What follows belongs to an exercise in optimizing a design on an open flow for small area, a short achievable clock period and few clock cycles per item; a production flow would make more cautious choices. Only simulation tests tie the RTL to the original design; equivalence was not proved. No activity file was given, so power comes from the tool's default toggle rates. The clock port is modelled as an ideal driver; clocking choices that lean on that would not hold on a real chip.

[flow/constraint.sdc]
create_clock -name core_clock -period 10.0 [get_ports {clk}]
set_input_delay 2.0000 -clock core_clock [delete_from_list [all_inputs] [get_ports {clk}]]
set_output_delay 2.0000 -clock core_clock [all_outputs]
set_load 0.01 [all_outputs]
[flow/standard.sh]
#!/bin/bash
# synth_recipe.tcl (not shown) runs the flow's synth.tcl, then flattens the netlist and writes it again
# the make line also repeats each setting of config.mk as NAME=value (left out here)
make -C /OpenROAD-flow-scripts/flow DESIGN_CONFIG=/design/flow/config.mk WORK_HOME=/design/flow/orfs CLKGATE_MAP_FILE= SYNTH_SCRIPT=/design/flow/synth_recipe.tcl "${@:-finish}"
[flow/design.v]
package lmgb_pkg;
  localparam int WIDTH  = 128;
  localparam int HEIGHT = 64;
  localparam int LS     = 6 * WIDTH;
  localparam logic [7:0] THR_LOW     = 8'd30;
  localparam logic [7:0] THR_HIGH    = 8'd220;
  localparam logic [7:0] GLARE_LEVEL = 8'd220;
  localparam int DW = 18;
  localparam int DF = 8;
  localparam logic REG_MARGIN_IDX = 1'b0;
endpackage
module lmgb_divider (
  input  logic [11:0] h1,       
  input  logic [12:0] h2,       
  input  logic [13:0] h3,       
  input  logic [2:0]  sel,      
  input  logic [8:0]  offset,   
  output logic [lmgb_pkg::DW-1:0] vs,
  output logic [lmgb_pkg::DW-1:0] vc
);
  localparam int DW = lmgb_pkg::DW;
  localparam int DF = lmgb_pkg::DF;
  logic [DW-1:0] a1, a2, a3;
  logic [DW-1:0] pa, pb, pc, pd, na, nb, kc;
  logic [DW-1:0] s1, c1, s2, c2, s3, c3, s4, c4, s5, c5;
  assign a1 = DW'(h1);
  assign a2 = DW'(h2);
  assign a3 = DW'(h3);
  assign pa = ({DW{sel[0]}} & (a1 >> 1)) | ({DW{sel[1]}} & (a2 >> 2)) | ({DW{sel[2]}} & (a3 >> 7));
  assign pb = ({DW{sel[0]}} & (a1 << 5)) | ({DW{sel[1]}} & (a2 << 1)) | ({DW{sel[2]}} & (a3 >> 2));
  assign pc =                              ({DW{sel[1]}} & (a2 << 3)) | ({DW{sel[2]}} & a3);
  assign pd =                                                           ({DW{sel[2]}} & (a3 << 2));
  assign na = ~(({DW{sel[0]}} & (a1 >> 4)) | ({DW{sel[1]}} & (a2 >> 9)) | ({DW{sel[2]}} & (a3 >> 9)));
  assign nb = ~(({DW{sel[0]}} & (a1 << 2)) | ({DW{sel[1]}} & (a2 >> 7)) | ({DW{sel[2]}} & (a3 >> 5)));
  assign kc = {~offset[8], ~offset, DF'(0)} + DW'(1 << DF)
            + (sel[0] ? DW'(24 + 2) : sel[1] ? DW'(3 + 2) : DW'(2 + 2));
  assign s1 = pa ^ pb ^ pc;
  assign c1 = ((pa & pb) | (pa & pc) | (pb & pc)) << 1;
  assign s2 = pd ^ na ^ nb;
  assign c2 = ((pd & na) | (pd & nb) | (na & nb)) << 1;
  assign s3 = s1 ^ c1 ^ s2;
  assign c3 = ((s1 & c1) | (s1 & s2) | (c1 & s2)) << 1;
  assign s4 = s3 ^ c3 ^ c2;
  assign c4 = ((s3 & c3) | (s3 & c2) | (c3 & c2)) << 1;
  assign s5 = s4 ^ c4 ^ kc;
  assign c5 = ((s4 & c4) | (s4 & kc) | (c4 & kc)) << 1;
  assign vs = s5;
  assign vc = c5;
endmodule
module local_mean_glare_binarizer (
  input  logic       clk,
  input  logic       rst_n,
  input  logic       in_valid,
  output logic       in_ready,
  input  logic [7:0] in_pixel,
  output logic       out_valid,
  input  logic       out_ready,
  output logic [5:0] out_row,
  output logic [6:0] out_col,
  output logic       out_is_white,
  output logic       out_frame_last,
  input  logic       cfg_we,
  input  logic       cfg_index,
  input  logic [8:0] cfg_data
);
  localparam int W  = lmgb_pkg::WIDTH;
  localparam int HT = lmgb_pkg::HEIGHT;
  localparam int LS = lmgb_pkg::LS;
  localparam int DW = lmgb_pkg::DW;
  localparam int DF = lmgb_pkg::DF;
  localparam int F  = 10;            
  logic [1:0] wm_r;
  logic [2:0] sel_r;
  logic [8:0] off_r;
  logic [2:0] m;                     
  assign m = {1'b0, sel_r[2] | sel_r[1], sel_r[2] | sel_r[0]};
  always_ff @(posedge clk) begin
    if (!rst_n) begin
      wm_r  <= 2'd1;
      sel_r <= 3'b001;
      off_r <= '0;
    end else if (cfg_we) begin
      if (cfg_index == lmgb_pkg::REG_MARGIN_IDX) begin
        wm_r  <= cfg_data[1:0];
        sel_r <= {cfg_data[1:0] == 2'd3, cfg_data[1:0] == 2'd2, ~cfg_data[1]};
      end else begin
        off_r <= cfg_data;
      end
    end
  end
  logic       rdy_r;
  logic       acc;
  logic [5:0] nrow_r;
  logic [6:0] ncol_r;
  logic       ef;                    
  assign in_ready = rdy_r;
  assign acc      = in_valid & rdy_r;
  assign ef       = (nrow_r >= {2'b0, m, 1'b0}) && (ncol_r >= {3'b0, m, 1'b0});
  always_ff @(posedge clk) begin
    if (!rst_n) begin
      nrow_r <= '0;
      ncol_r <= '0;
    end else if (acc) begin
      ncol_r <= ncol_r + 1'b1;
      if (ncol_r == 7'(W - 1)) nrow_r <= nrow_r + 1'b1;
    end
  end
  logic       v0, e0;
  logic [7:0] p0;
  logic       cz0, cg1_0, cg2_0, cg3_0;
  always_ff @(posedge clk) begin
    if (!rst_n) begin
      v0 <= 1'b0;
      e0 <= 1'b0;
    end else begin
      v0 <= acc;
      e0 <= acc & ef;
    end
    p0    <= in_pixel;
    cz0   <= (ncol_r == 7'd0);
    cg1_0 <= (ncol_r >= 7'd3);
    cg2_0 <= (ncol_r >= 7'd5);
    cg3_0 <= (ncol_r >= 7'd7);
  end
  logic [8*LS-1:0] ls;
  always_ff @(posedge clk) begin
    if (v0) ls <= {ls[8*(LS-1)-1:0], p0};
  end
  logic [7:0] t1, t2, t3, t4, t5, t6;
  assign t1 = ls[8*(1*W)-1 -: 8];
  assign t2 = ls[8*(2*W)-1 -: 8];
  assign t3 = ls[8*(3*W)-1 -: 8];
  assign t4 = ls[8*(4*W)-1 -: 8];
  assign t5 = ls[8*(5*W)-1 -: 8];
  assign t6 = ls[8*(6*W)-1 -: 8];
  logic [9:0]  a1_r;                 
  logic [8:0]  a2_r;                 
  logic [9:0]  a3_r;                 
  logic        v1, e1;
  logic        cz1, cg1_1, cg2_1, cg3_1;
  always_ff @(posedge clk) begin
    a1_r  <= 10'(p0) + 10'(t1) + 10'(t2);
    a2_r  <= 9'(t3) + 9'(t4);
    a3_r  <= 10'(t3) + 10'(t4) + 10'(t5) + 10'(t6);
    cz1   <= cz0;
    cg1_1 <= cg1_0;
    cg2_1 <= cg2_0;
    cg3_1 <= cg3_0;
  end
  always_ff @(posedge clk) begin
    if (!rst_n) begin
      v1 <= 1'b0;
      e1 <= 1'b0;
    end else begin
      v1 <= v0;
      e1 <= e0;
    end
  end
  logic [9:0]  h1 [1:3];
  logic [10:0] h2 [1:5];
  logic [10:0] h3 [1:7];
  logic [9:0]  cs1;
  logic [10:0] cs2, cs3;
  assign cs1 = a1_r;
  assign cs2 = 11'(a1_r) + 11'(a2_r);
  assign cs3 = 11'(a1_r) + 11'(a3_r);
  always_ff @(posedge clk) begin
    if (v1) begin
      h1[1] <= cs1;
      h2[1] <= cs2;
      h3[1] <= cs3;
      for (int j = 2; j <= 3; j++) h1[j] <= h1[j-1];
      for (int j = 2; j <= 5; j++) h2[j] <= h2[j-1];
      for (int j = 2; j <= 7; j++) h3[j] <= h3[j-1];
    end
  end
  logic [11:0] d1_r;
  logic [12:0] d2_r;
  logic [13:0] d3_r;
  logic        v2, e2, cz2;
  always_ff @(posedge clk) begin
    d1_r <= 12'(a1_r) - (cg1_1 ? 12'(h1[3]) : 12'd0);
    d2_r <= 13'(a1_r) + 13'(a2_r) - (cg2_1 ? 13'(h2[5]) : 13'd0);
    d3_r <= 14'(a1_r) + 14'(a3_r) - (cg3_1 ? 14'(h3[7]) : 14'd0);
    cz2  <= cz1;
  end
  logic [2:0][2:0][7:0] blk, b3_r, b4_r, b5_r;
  for (genvar a = 0; a < 3; a++) begin : g_blk_r
    for (genvar b = 0; b < 3; b++) begin : g_blk_c
      assign blk[a][b] = ({8{sel_r[2]}} & ls[8*(W*(a+2)+b+3)-1 -: 8])
                       | ({8{sel_r[1]}} & ls[8*(W*(a+1)+b+2)-1 -: 8])
                       | ({8{sel_r[0]}} & ls[8*(W*a+b+1)-1 -: 8]);
    end
  end
  always_ff @(posedge clk) begin
    if (!rst_n) begin
      v2 <= 1'b0;
      e2 <= 1'b0;
    end else begin
      v2 <= v1;
      e2 <= e1;
    end
    b3_r <= blk;
  end
  logic [11:0] ws1_r;
  logic [12:0] ws2_r;
  logic [13:0] ws3_r;
  always_ff @(posedge clk) begin
    if (v2) begin
      ws1_r <= (cz2 ? 12'd0 : ws1_r) + d1_r;
      ws2_r <= (cz2 ? 13'd0 : ws2_r) + d2_r;
      ws3_r <= (cz2 ? 14'd0 : ws3_r) + d3_r;
    end
  end
  logic e3;
  always_ff @(posedge clk) begin
    if (!rst_n) e3 <= 1'b0;
    else        e3 <= e2;
    b4_r <= b3_r;
  end
  logic [DW-1:0] dvs, dvc, dvs_r, dvc_r;
  lmgb_divider u_div (
    .h1     (ws1_r),
    .h2     (ws2_r),
    .h3     (ws3_r),
    .sel    (sel_r),
    .offset (off_r),
    .vs     (dvs),
    .vc     (dvc)
  );
  logic e4;
  always_ff @(posedge clk) begin
    if (!rst_n) e4 <= 1'b0;
    else        e4 <= e3;
    dvs_r  <= dvs;
    dvc_r  <= dvc;
    b5_r   <= b4_r;
  end
  logic [DW-1:0]     psum;
  logic signed [9:0] x;
  assign psum = dvs_r + dvc_r;
  assign x    = $signed(psum[DW-1:DF]);
  logic       xle30, xge220;
  logic [7:0] xlo;
  assign xle30  = (x <= 10'sd30);
  assign xge220 = (x >= 10'sd220);
  assign xlo    = x[7:0];
  logic [7:0] dark;
  for (genvar a = 0; a < 8; a++) begin : g_dark
    localparam int IDX = (a < 4) ? a : a + 1;
    logic [7:0] pv;
    assign pv = b5_r[IDX/3][IDX%3];
    assign dark[a] = (pv < lmgb_pkg::THR_LOW)
                  || ((pv < lmgb_pkg::THR_HIGH) && (xge220 || (!xle30 && (pv < xlo))));
  end
  logic [7:0] cen, cm30;
  logic       wng;
  assign cen  = b5_r[1][1];
  assign cm30 = cen - 8'd30;
  assign wng  = (cen > 8'd250)
             || ((cen > 8'd60) && (xle30 || (!xge220 && (cm30 > xlo))));
  logic       e5;
  logic [7:0] dark_r;
  logic       glare_r, wng_r;
  always_ff @(posedge clk) begin
    if (!rst_n) e5 <= 1'b0;
    else        e5 <= e4;
    dark_r  <= dark;
    glare_r <= (cen > lmgb_pkg::GLARE_LEVEL);
    wng_r   <= wng;
  end
  logic [3:0] ndark;
  logic       white;
  always_comb begin
    ndark = '0;
    for (int a = 0; a < 8; a++) ndark = ndark + {3'b0, dark_r[a]};
    white = glare_r ? (ndark < 4'd4) : wng_r;
  end
  logic       q_r [F];
  logic       q0_nxt;
  logic       wo_r;
  logic [3:0] cnt_r;
  logic       ov_r;
  logic       pop, push;
  assign push = e5;
  assign pop  = ov_r & out_ready;
  always_comb begin
    if (pop) q0_nxt = (push && (cnt_r == 4'd1)) ? white : q_r[1];
    else     q0_nxt = (push && (cnt_r == 4'd0)) ? white : q_r[0];
  end
  always_ff @(posedge clk) begin
    wo_r <= q0_nxt;
    if (pop || (push && (cnt_r == 4'd0))) begin
      q_r[0] <= pop ? ((push && (cnt_r == 4'd1)) ? white : q_r[1]) : white;
    end
    for (int i = 1; i < F; i++) begin
      if (pop) begin
        if (push && (cnt_r == 4'(i + 1))) q_r[i] <= white;
        else if (i + 1 < F)               q_r[i] <= q_r[(i + 1) % F];
      end else begin
        if (push && (cnt_r == 4'(i)))     q_r[i] <= white;
      end
    end
  end
  always_ff @(posedge clk) begin
    if (!rst_n) begin
      cnt_r <= '0;
      ov_r  <= 1'b0;
    end else begin
      cnt_r <= cnt_r + {3'b0, push} - {3'b0, pop};
      ov_r  <= push || (cnt_r > 4'd1) || ((cnt_r == 4'd1) && !pop);
    end
  end
  logic [3:0] tk_r;
  logic       inc;
  assign inc = acc & ef;
  always_ff @(posedge clk) begin
    if (!rst_n) begin
      tk_r  <= '0;
      rdy_r <= 1'b1;
    end else begin
      tk_r <= tk_r + {3'b0, inc} - {3'b0, pop};
      if (inc && !pop)      rdy_r <= (tk_r < 4'(F - 1));
      else if (!inc && pop) rdy_r <= (tk_r < 4'(F + 1));
      else                  rdy_r <= (tk_r < 4'(F));
    end
  end
  logic [5:0] orow_r, orow_o;
  logic [6:0] ocol_r, ocol_o;
  logic       olast_r, olast_o;
  logic       idle;
  assign idle = ~(v0 | e1 | e2 | e3 | e4 | e5 | ov_r);
  logic [5:0] f_row, s_row, last_row, n_row;
  logic [6:0] f_col, s_col, last_col, n_col;
  logic       f_last, s_last, n_last;
  always_comb begin
    last_row = 6'(HT - 1) - {3'b0, m};
    last_col = 7'(W - 1) - {4'b0, m};
    if (nrow_r >= {2'b0, m, 1'b0}) begin
      f_row = nrow_r - {3'b0, m};
      f_col = (ncol_r >= {3'b0, m, 1'b0}) ? ncol_r - {4'b0, m} : {4'b0, m};
    end else begin
      f_row = {3'b0, m};
      f_col = {4'b0, m};
    end
    if (ocol_r == last_col) begin
      s_col = {4'b0, m};
      s_row = (orow_r == last_row) ? {3'b0, m} : orow_r + 1'b1;
    end else begin
      s_col = ocol_r + 1'b1;
      s_row = orow_r;
    end
    f_last = (f_row == last_row) && (f_col == last_col);
    s_last = (s_row == last_row) && (s_col == last_col);
    if (idle) begin
      n_row  = f_row;
      n_col  = f_col;
      n_last = f_last;
    end else if (pop) begin
      n_row  = s_row;
      n_col  = s_col;
      n_last = s_last;
    end else begin
      n_row  = orow_r;
      n_col  = ocol_r;
      n_last = olast_r;
    end
  end
  always_ff @(posedge clk) begin
    orow_o  <= n_row;
    ocol_o  <= n_col;
    olast_o <= n_last;
    if (idle || pop) begin
      orow_r  <= idle ? f_row : s_row;
      ocol_r  <= idle ? f_col : s_col;
      olast_r <= idle ? f_last : s_last;
    end
  end
  assign out_valid      = ov_r;
  assign out_is_white   = wo_r;
  assign out_row        = orow_o;
  assign out_col        = ocol_o;
  assign out_frame_last = olast_o;
endmodule
[flow/flow/run.sh]
#!/bin/bash
# Own layout flow: the standard ORFS flow (standard.sh: unchanged synthesis, floorplan, power
# grid, placement, CTS and routing), with three settings changed:
#  - timing repair aims for setup slack of 6.8 ns at the 10 ns clock, so that paths are sized for
#    a ~3.2 ns cycle rather than left at whatever speed first meets 10 ns;
#  - ports are buffered with plain buf_4 cells rather than the flow's default choice;
set -euo pipefail
CTS="-sink_clustering_enable -repair_clock_nets -sink_clustering_size 30"
CTS="$CTS -sink_clustering_max_diameter 100 -buf_list sky130_fd_sc_hd__clkbuf_16 -dont_use_dummy_load"
bash standard.sh SETUP_SLACK_MARGIN=6.8 "BUFFER_PORTS_ARGS=-buffer_cell sky130_fd_sc_hd__buf_4" \
  "CTS_ARGS=$CTS" finish > standard_flow.log 2>&1
[flow/config.mk]
export PLATFORM = sky130hd
export DESIGN_NAME = local_mean_glare_binarizer
export DESIGN_NICKNAME = local_mean_glare_binarizer
export VERILOG_FILES = /design/flow/design.v
export SDC_FILE = /design/flow/constraint.sdc
export NUM_CORES = 4
export LEC_CHECK = 0
export CAP_MARGIN = 20
export CORE_MARGIN = 2
export CORE_UTILIZATION = 60
export CTS_BUF_LIST = sky130_fd_sc_hd__clkbuf_16
export CTS_CLUSTER_DIAMETER = 100
export CTS_CLUSTER_SIZE = 30
export PLACE_DENSITY = 0.7
export SLEW_MARGIN = 20
export SYNTH_MEMORY_MAX_BITS = 16384
==> impl_metrics.env <==
export IMPL_syn_to_final_growth_pct=7.90
export IMPL_finalCritPeriodShare_pct=34.3
export IMPL_p_switching_w=0.0105
export IMPL_initial_core_util_pct=60.1
export IMPL_worstPathRequired_ns=8.00
export IMPL_syn_instance_count=8724
export IMPL_slowest_stage="dfxtp_4"
export IMPL_grt_max_degree=207
export IMPL_hold_path_class="reg2reg"
export IMPL_hold_viol=0
export IMPL_fin_nets=9537
export IMPL_fin_util_pct=64.9
export IMPL_crit_buf_inv=1
export IMPL_place_ws_ns=4.62
export IMPL_drc=0
export IMPL_crit_fanout=1
export IMPL_swShare_pct=21.6
export IMPL_drive_above_1_share_pct=8.68
export IMPL_cts_sink_count=6769
export IMPL_vias=75300
export IMPL_port_buffers=39
export IMPL_dr_pass1_iters=8
export IMPL_grt_overflow=0
export IMPL_max_freq_mhz=291
export IMPL_cap_violations=0
export IMPL_seqPwrFrac_pct=65.0
export IMPL_grt_usage_pct=16.1
export IMPL_ctsHoldBuffers=0
export IMPL_peakVddDrop_v=0.000214
export IMPL_grt_pass1_wl_mm=444
export IMPL_grt_pass1_vias=73300
export IMPL_fillCellCount=22400
export IMPL_die_x_um=601
export IMPL_synth_net_count=9086
export IMPL_setup_tns_ns=0
export IMPL_core_um2=355000
export IMPL_slew_limit_headroom_pct=23.7
export IMPL_total_power_w=0.0488
export IMPL_cp_end_kind="primary output"
export IMPL_yosysWarningCount=5
export IMPL_ctsLongestPathBuffers=4
export IMPL_synth_edff_count=6361
export IMPL_antenna_found_initial=17
export IMPL_setup_violations=0
export IMPL_ioPinCount=40
export IMPL_dieArea_um2=361000
export IMPL_die_h_um=601
export IMPL_clkSlewWorstSetupHoldPaths_ns=0.10
export IMPL_hpwl_mm=160
export IMPL_htreeDepth=5
export IMPL_critical_path_top_delay_family="flip-flops"
export IMPL_cts_tree="built"
export IMPL_p_leak_nw=56.6
export IMPL_clock_power_share_pct=25.1
export IMPL_clock_skew_ns=0.0809
export IMPL_status="finished clean"
export IMPL_synth_seq_cells=6769
export IMPL_totalWireLength_mm=299
export IMPL_final_cell_mix="6,361 x edfxtp_1, 374 x dfxtp_1, 326 x inv_1"
export IMPL_start_kind="flop"
export IMPL_wl_per_cell_um=21.4
export IMPL_fin_ws_ns=6.57
export IMPL_powerDensity_nw_per_um2=212
export IMPL_crit_arrival_ns=1.43
export IMPL_whs_ns=0.324
export IMPL_rows=219
export IMPL_p_int_w=0.0383
export IMPL_ys_flop_type="edfxtp_1"
export IMPL_synth_area_um2=214000
export IMPL_pwr_share_comb_pct=9.9
export IMPL_ant_nets=0
export IMPL_cts_buffers=269
export IMPL_synthArstFlopShare_pct=0
export IMPL_syn_avg_cell_area_um2=24.5
export IMPL_cts_root_buf="clkbuf_16"
export IMPL_crit_type="reg2out"
export IMPL_place_gp_congestion=0.818
export IMPL_drtIter0Drc=8013
export IMPL_yosysSeqAreaShare_pct=93.3
export IMPL_clk_latency_ns=0.92
export IMPL_finalCriticalPeriod_ns=3.43
export IMPL_cp_cell_sequence="buf_8"
export IMPL_final_common_cell="edfxtp_1"
export IMPL_grt_setup_unrepaired="true"
export IMPL_ys_types=82
export IMPL_cpPeakStageDelay_ns=0.38
export IMPL_report_final_slew_viol_count=0
export IMPL_via_per_inst=5.41
export IMPL_worst_pin_slew_ns=1.15
==> power groups by stage <==
stage               combinational [W]  clock (W)  sequential [W]
floorplan                     0.00222          0          0.0354
global placement              0.00368          0          0.0323
CTS                           0.00435     0.0128          0.0317
detailed placement            0.00381          0          0.0323
global route                  0.00535     0.0136          0.0317
finish                        0.00484     0.0122          0.0317
==> cells by family (layout without fill, tap and decap cells) <==
| logic type | Yosys count | in the layout | share of synthesized area (%) |
|---|---|---|---|
| adders and majority gates | 341 | 341 | 2.40 |
| and+or+nand+nor | 526 | 526 | 1.23 |
| muxes | 25 | 25 | 0.119 |
| DFF | 6769 | 6769 | 93.3 |
| buffers and inverters | 436 | 885 | 0.779 |
| other | 0 | 6 | 0 |
| xor gates and xnor gates | 146 | 146 | 0.611 |
| AOI/OAI and AO/OA | 481 | 481 | 1.58 |
==> sequential cells by signal, summed over array words and instances (netlist names), 14 cells and up <==
signal,count
h1,30
b3_r,72
dvc_r,17
h2,55
b4_r,72
dvs_r,17
ws3_r,14
b5_r,72
ls,6144
h3,77
==> cell type report <==
type	instances	area, um^2	area share (%)
sequential	6769	199000	86.5
multi-input combinational	1519	13900	6.02
clock buffer	269	6730	2.92
tap	4751	5940	2.58
timing repair buffer	256	3190	1.39
inverter	360	1370	0.595
antenna	6	15.0	0.00652
==> layer usage <==
layer / GRT usage, % / vias to the layer above / share of wire (%)
li1: - / 34500 / -
met1: 25.6 / 39100 / 48
met2: 24.2 / 1391 / 46
met3: 1.93 / 374 / 4.2
met4: 4.24 / 0 / 2.5
met5: 0 / - / 0
==> per-stage QoR <==
step                cells  cell area, um^2
detailed placement  13500           220000
global placement    13500           220000
finish              13900           230000
CTS                 13900           229000
global route        13900           230000
floorplan            8724           214000
==> path summary, 6_finish.rpt <==
check | cells past startpoint | slack, ns | endpoint | from
setup / recovery | 1 | 6.57 | out_col[0] | ocol_o[0]
hold / removal | 0 | 0.32 | b5_r[25] | b4_r[25]
setup reg to reg | 12 | 6.59 | dvs_r[9] | sel_r[2]
hold reg to reg | 0 | 0.32 | b5_r[25] | b4_r[25]
==> synth_stat cells, drive strengths merged, types with 5 or more instances <==
| master | n | area (um^2) |
|---|---|---|
| edfxtp | 6361 | 191000 |
| dfxtp | 408 | 8170 |
| inv | 359 | 1350 |
| ha | 223 | 2790 |
| nand2 | 150 | 563 |
| fa | 116 | 2320 |
| a21oi | 115 | 579 |
| nor2 | 108 | 413 |
| xnor2 | 106 | 955 |
| o21ai | 104 | 528 |
| a222oi | 76 | 761 |
| and2 | 63 | 394 |
| clkbuf | 60 | 225 |
| nor2b | 55 | 344 |
| xor2 | 40 | 350 |
| nand3 | 35 | 193 |
| a21o | 33 | 248 |
| nor3 | 32 | 160 |
| a21boi | 27 | 206 |
| mux2i | 22 | 220 |
| nand2b | 22 | 138 |
| o211ai | 20 | 155 |
| a211oi | 19 | 148 |
| and3 | 18 | 113 |
| buf | 16 | 86.3 |
| nand4 | 14 | 93.8 |
| o21bai | 12 | 90.1 |
| o21a | 11 | 82.6 |
| o31ai | 10 | 88.8 |
| a2bb2oi | 8 | 70.1 |
| a32oi | 8 | 70.1 |
| nor4 | 8 | 56.3 |
| o22ai | 8 | 50.1 |
| or2 | 6 | 37.5 |
| or3 | 5 | 31.3 |
==> repair_timing <==
item                                     CTS  global route
cloned                                    10             7
pin swaps                                 67           133
hold endpoints to repair                   0             0
resized for setup                        260           192
buffers inserted                          78            55
endpoints found under the setup margin  2896          1985
Testbench counts, summed over its fixed seeds: cycles 49,236, items 49,152.

[afterwards: timing with drivers on the ports]
Ports are ideal in the flow. The routed layout listed here was re-timed in OpenROAD.
Step 1 assumes that a clkbuf_16 drives the clock port and a buf_2 every other input.
Step 2 also shifts input and output timing later by t, the mid clock arrival at the registers, as if the neighbouring blocks saw the same clock.
Three values: ideal, step 1, step 2; two values: the first two.
shift t [ns]: 0.994
slack for setup (ns): 6.565 / 6.465 / 5.746
hold slack, ns: 0.324 / 0.324 / 0.324
worst setup path after step 2: input to register
clock arrival spread, ns: 0.109 / 0.109
After both steps this run still meets setup and hold. For this run, drivers alone change the setup slack by -0.100 ns; drivers and shift together by -0.819 ns.
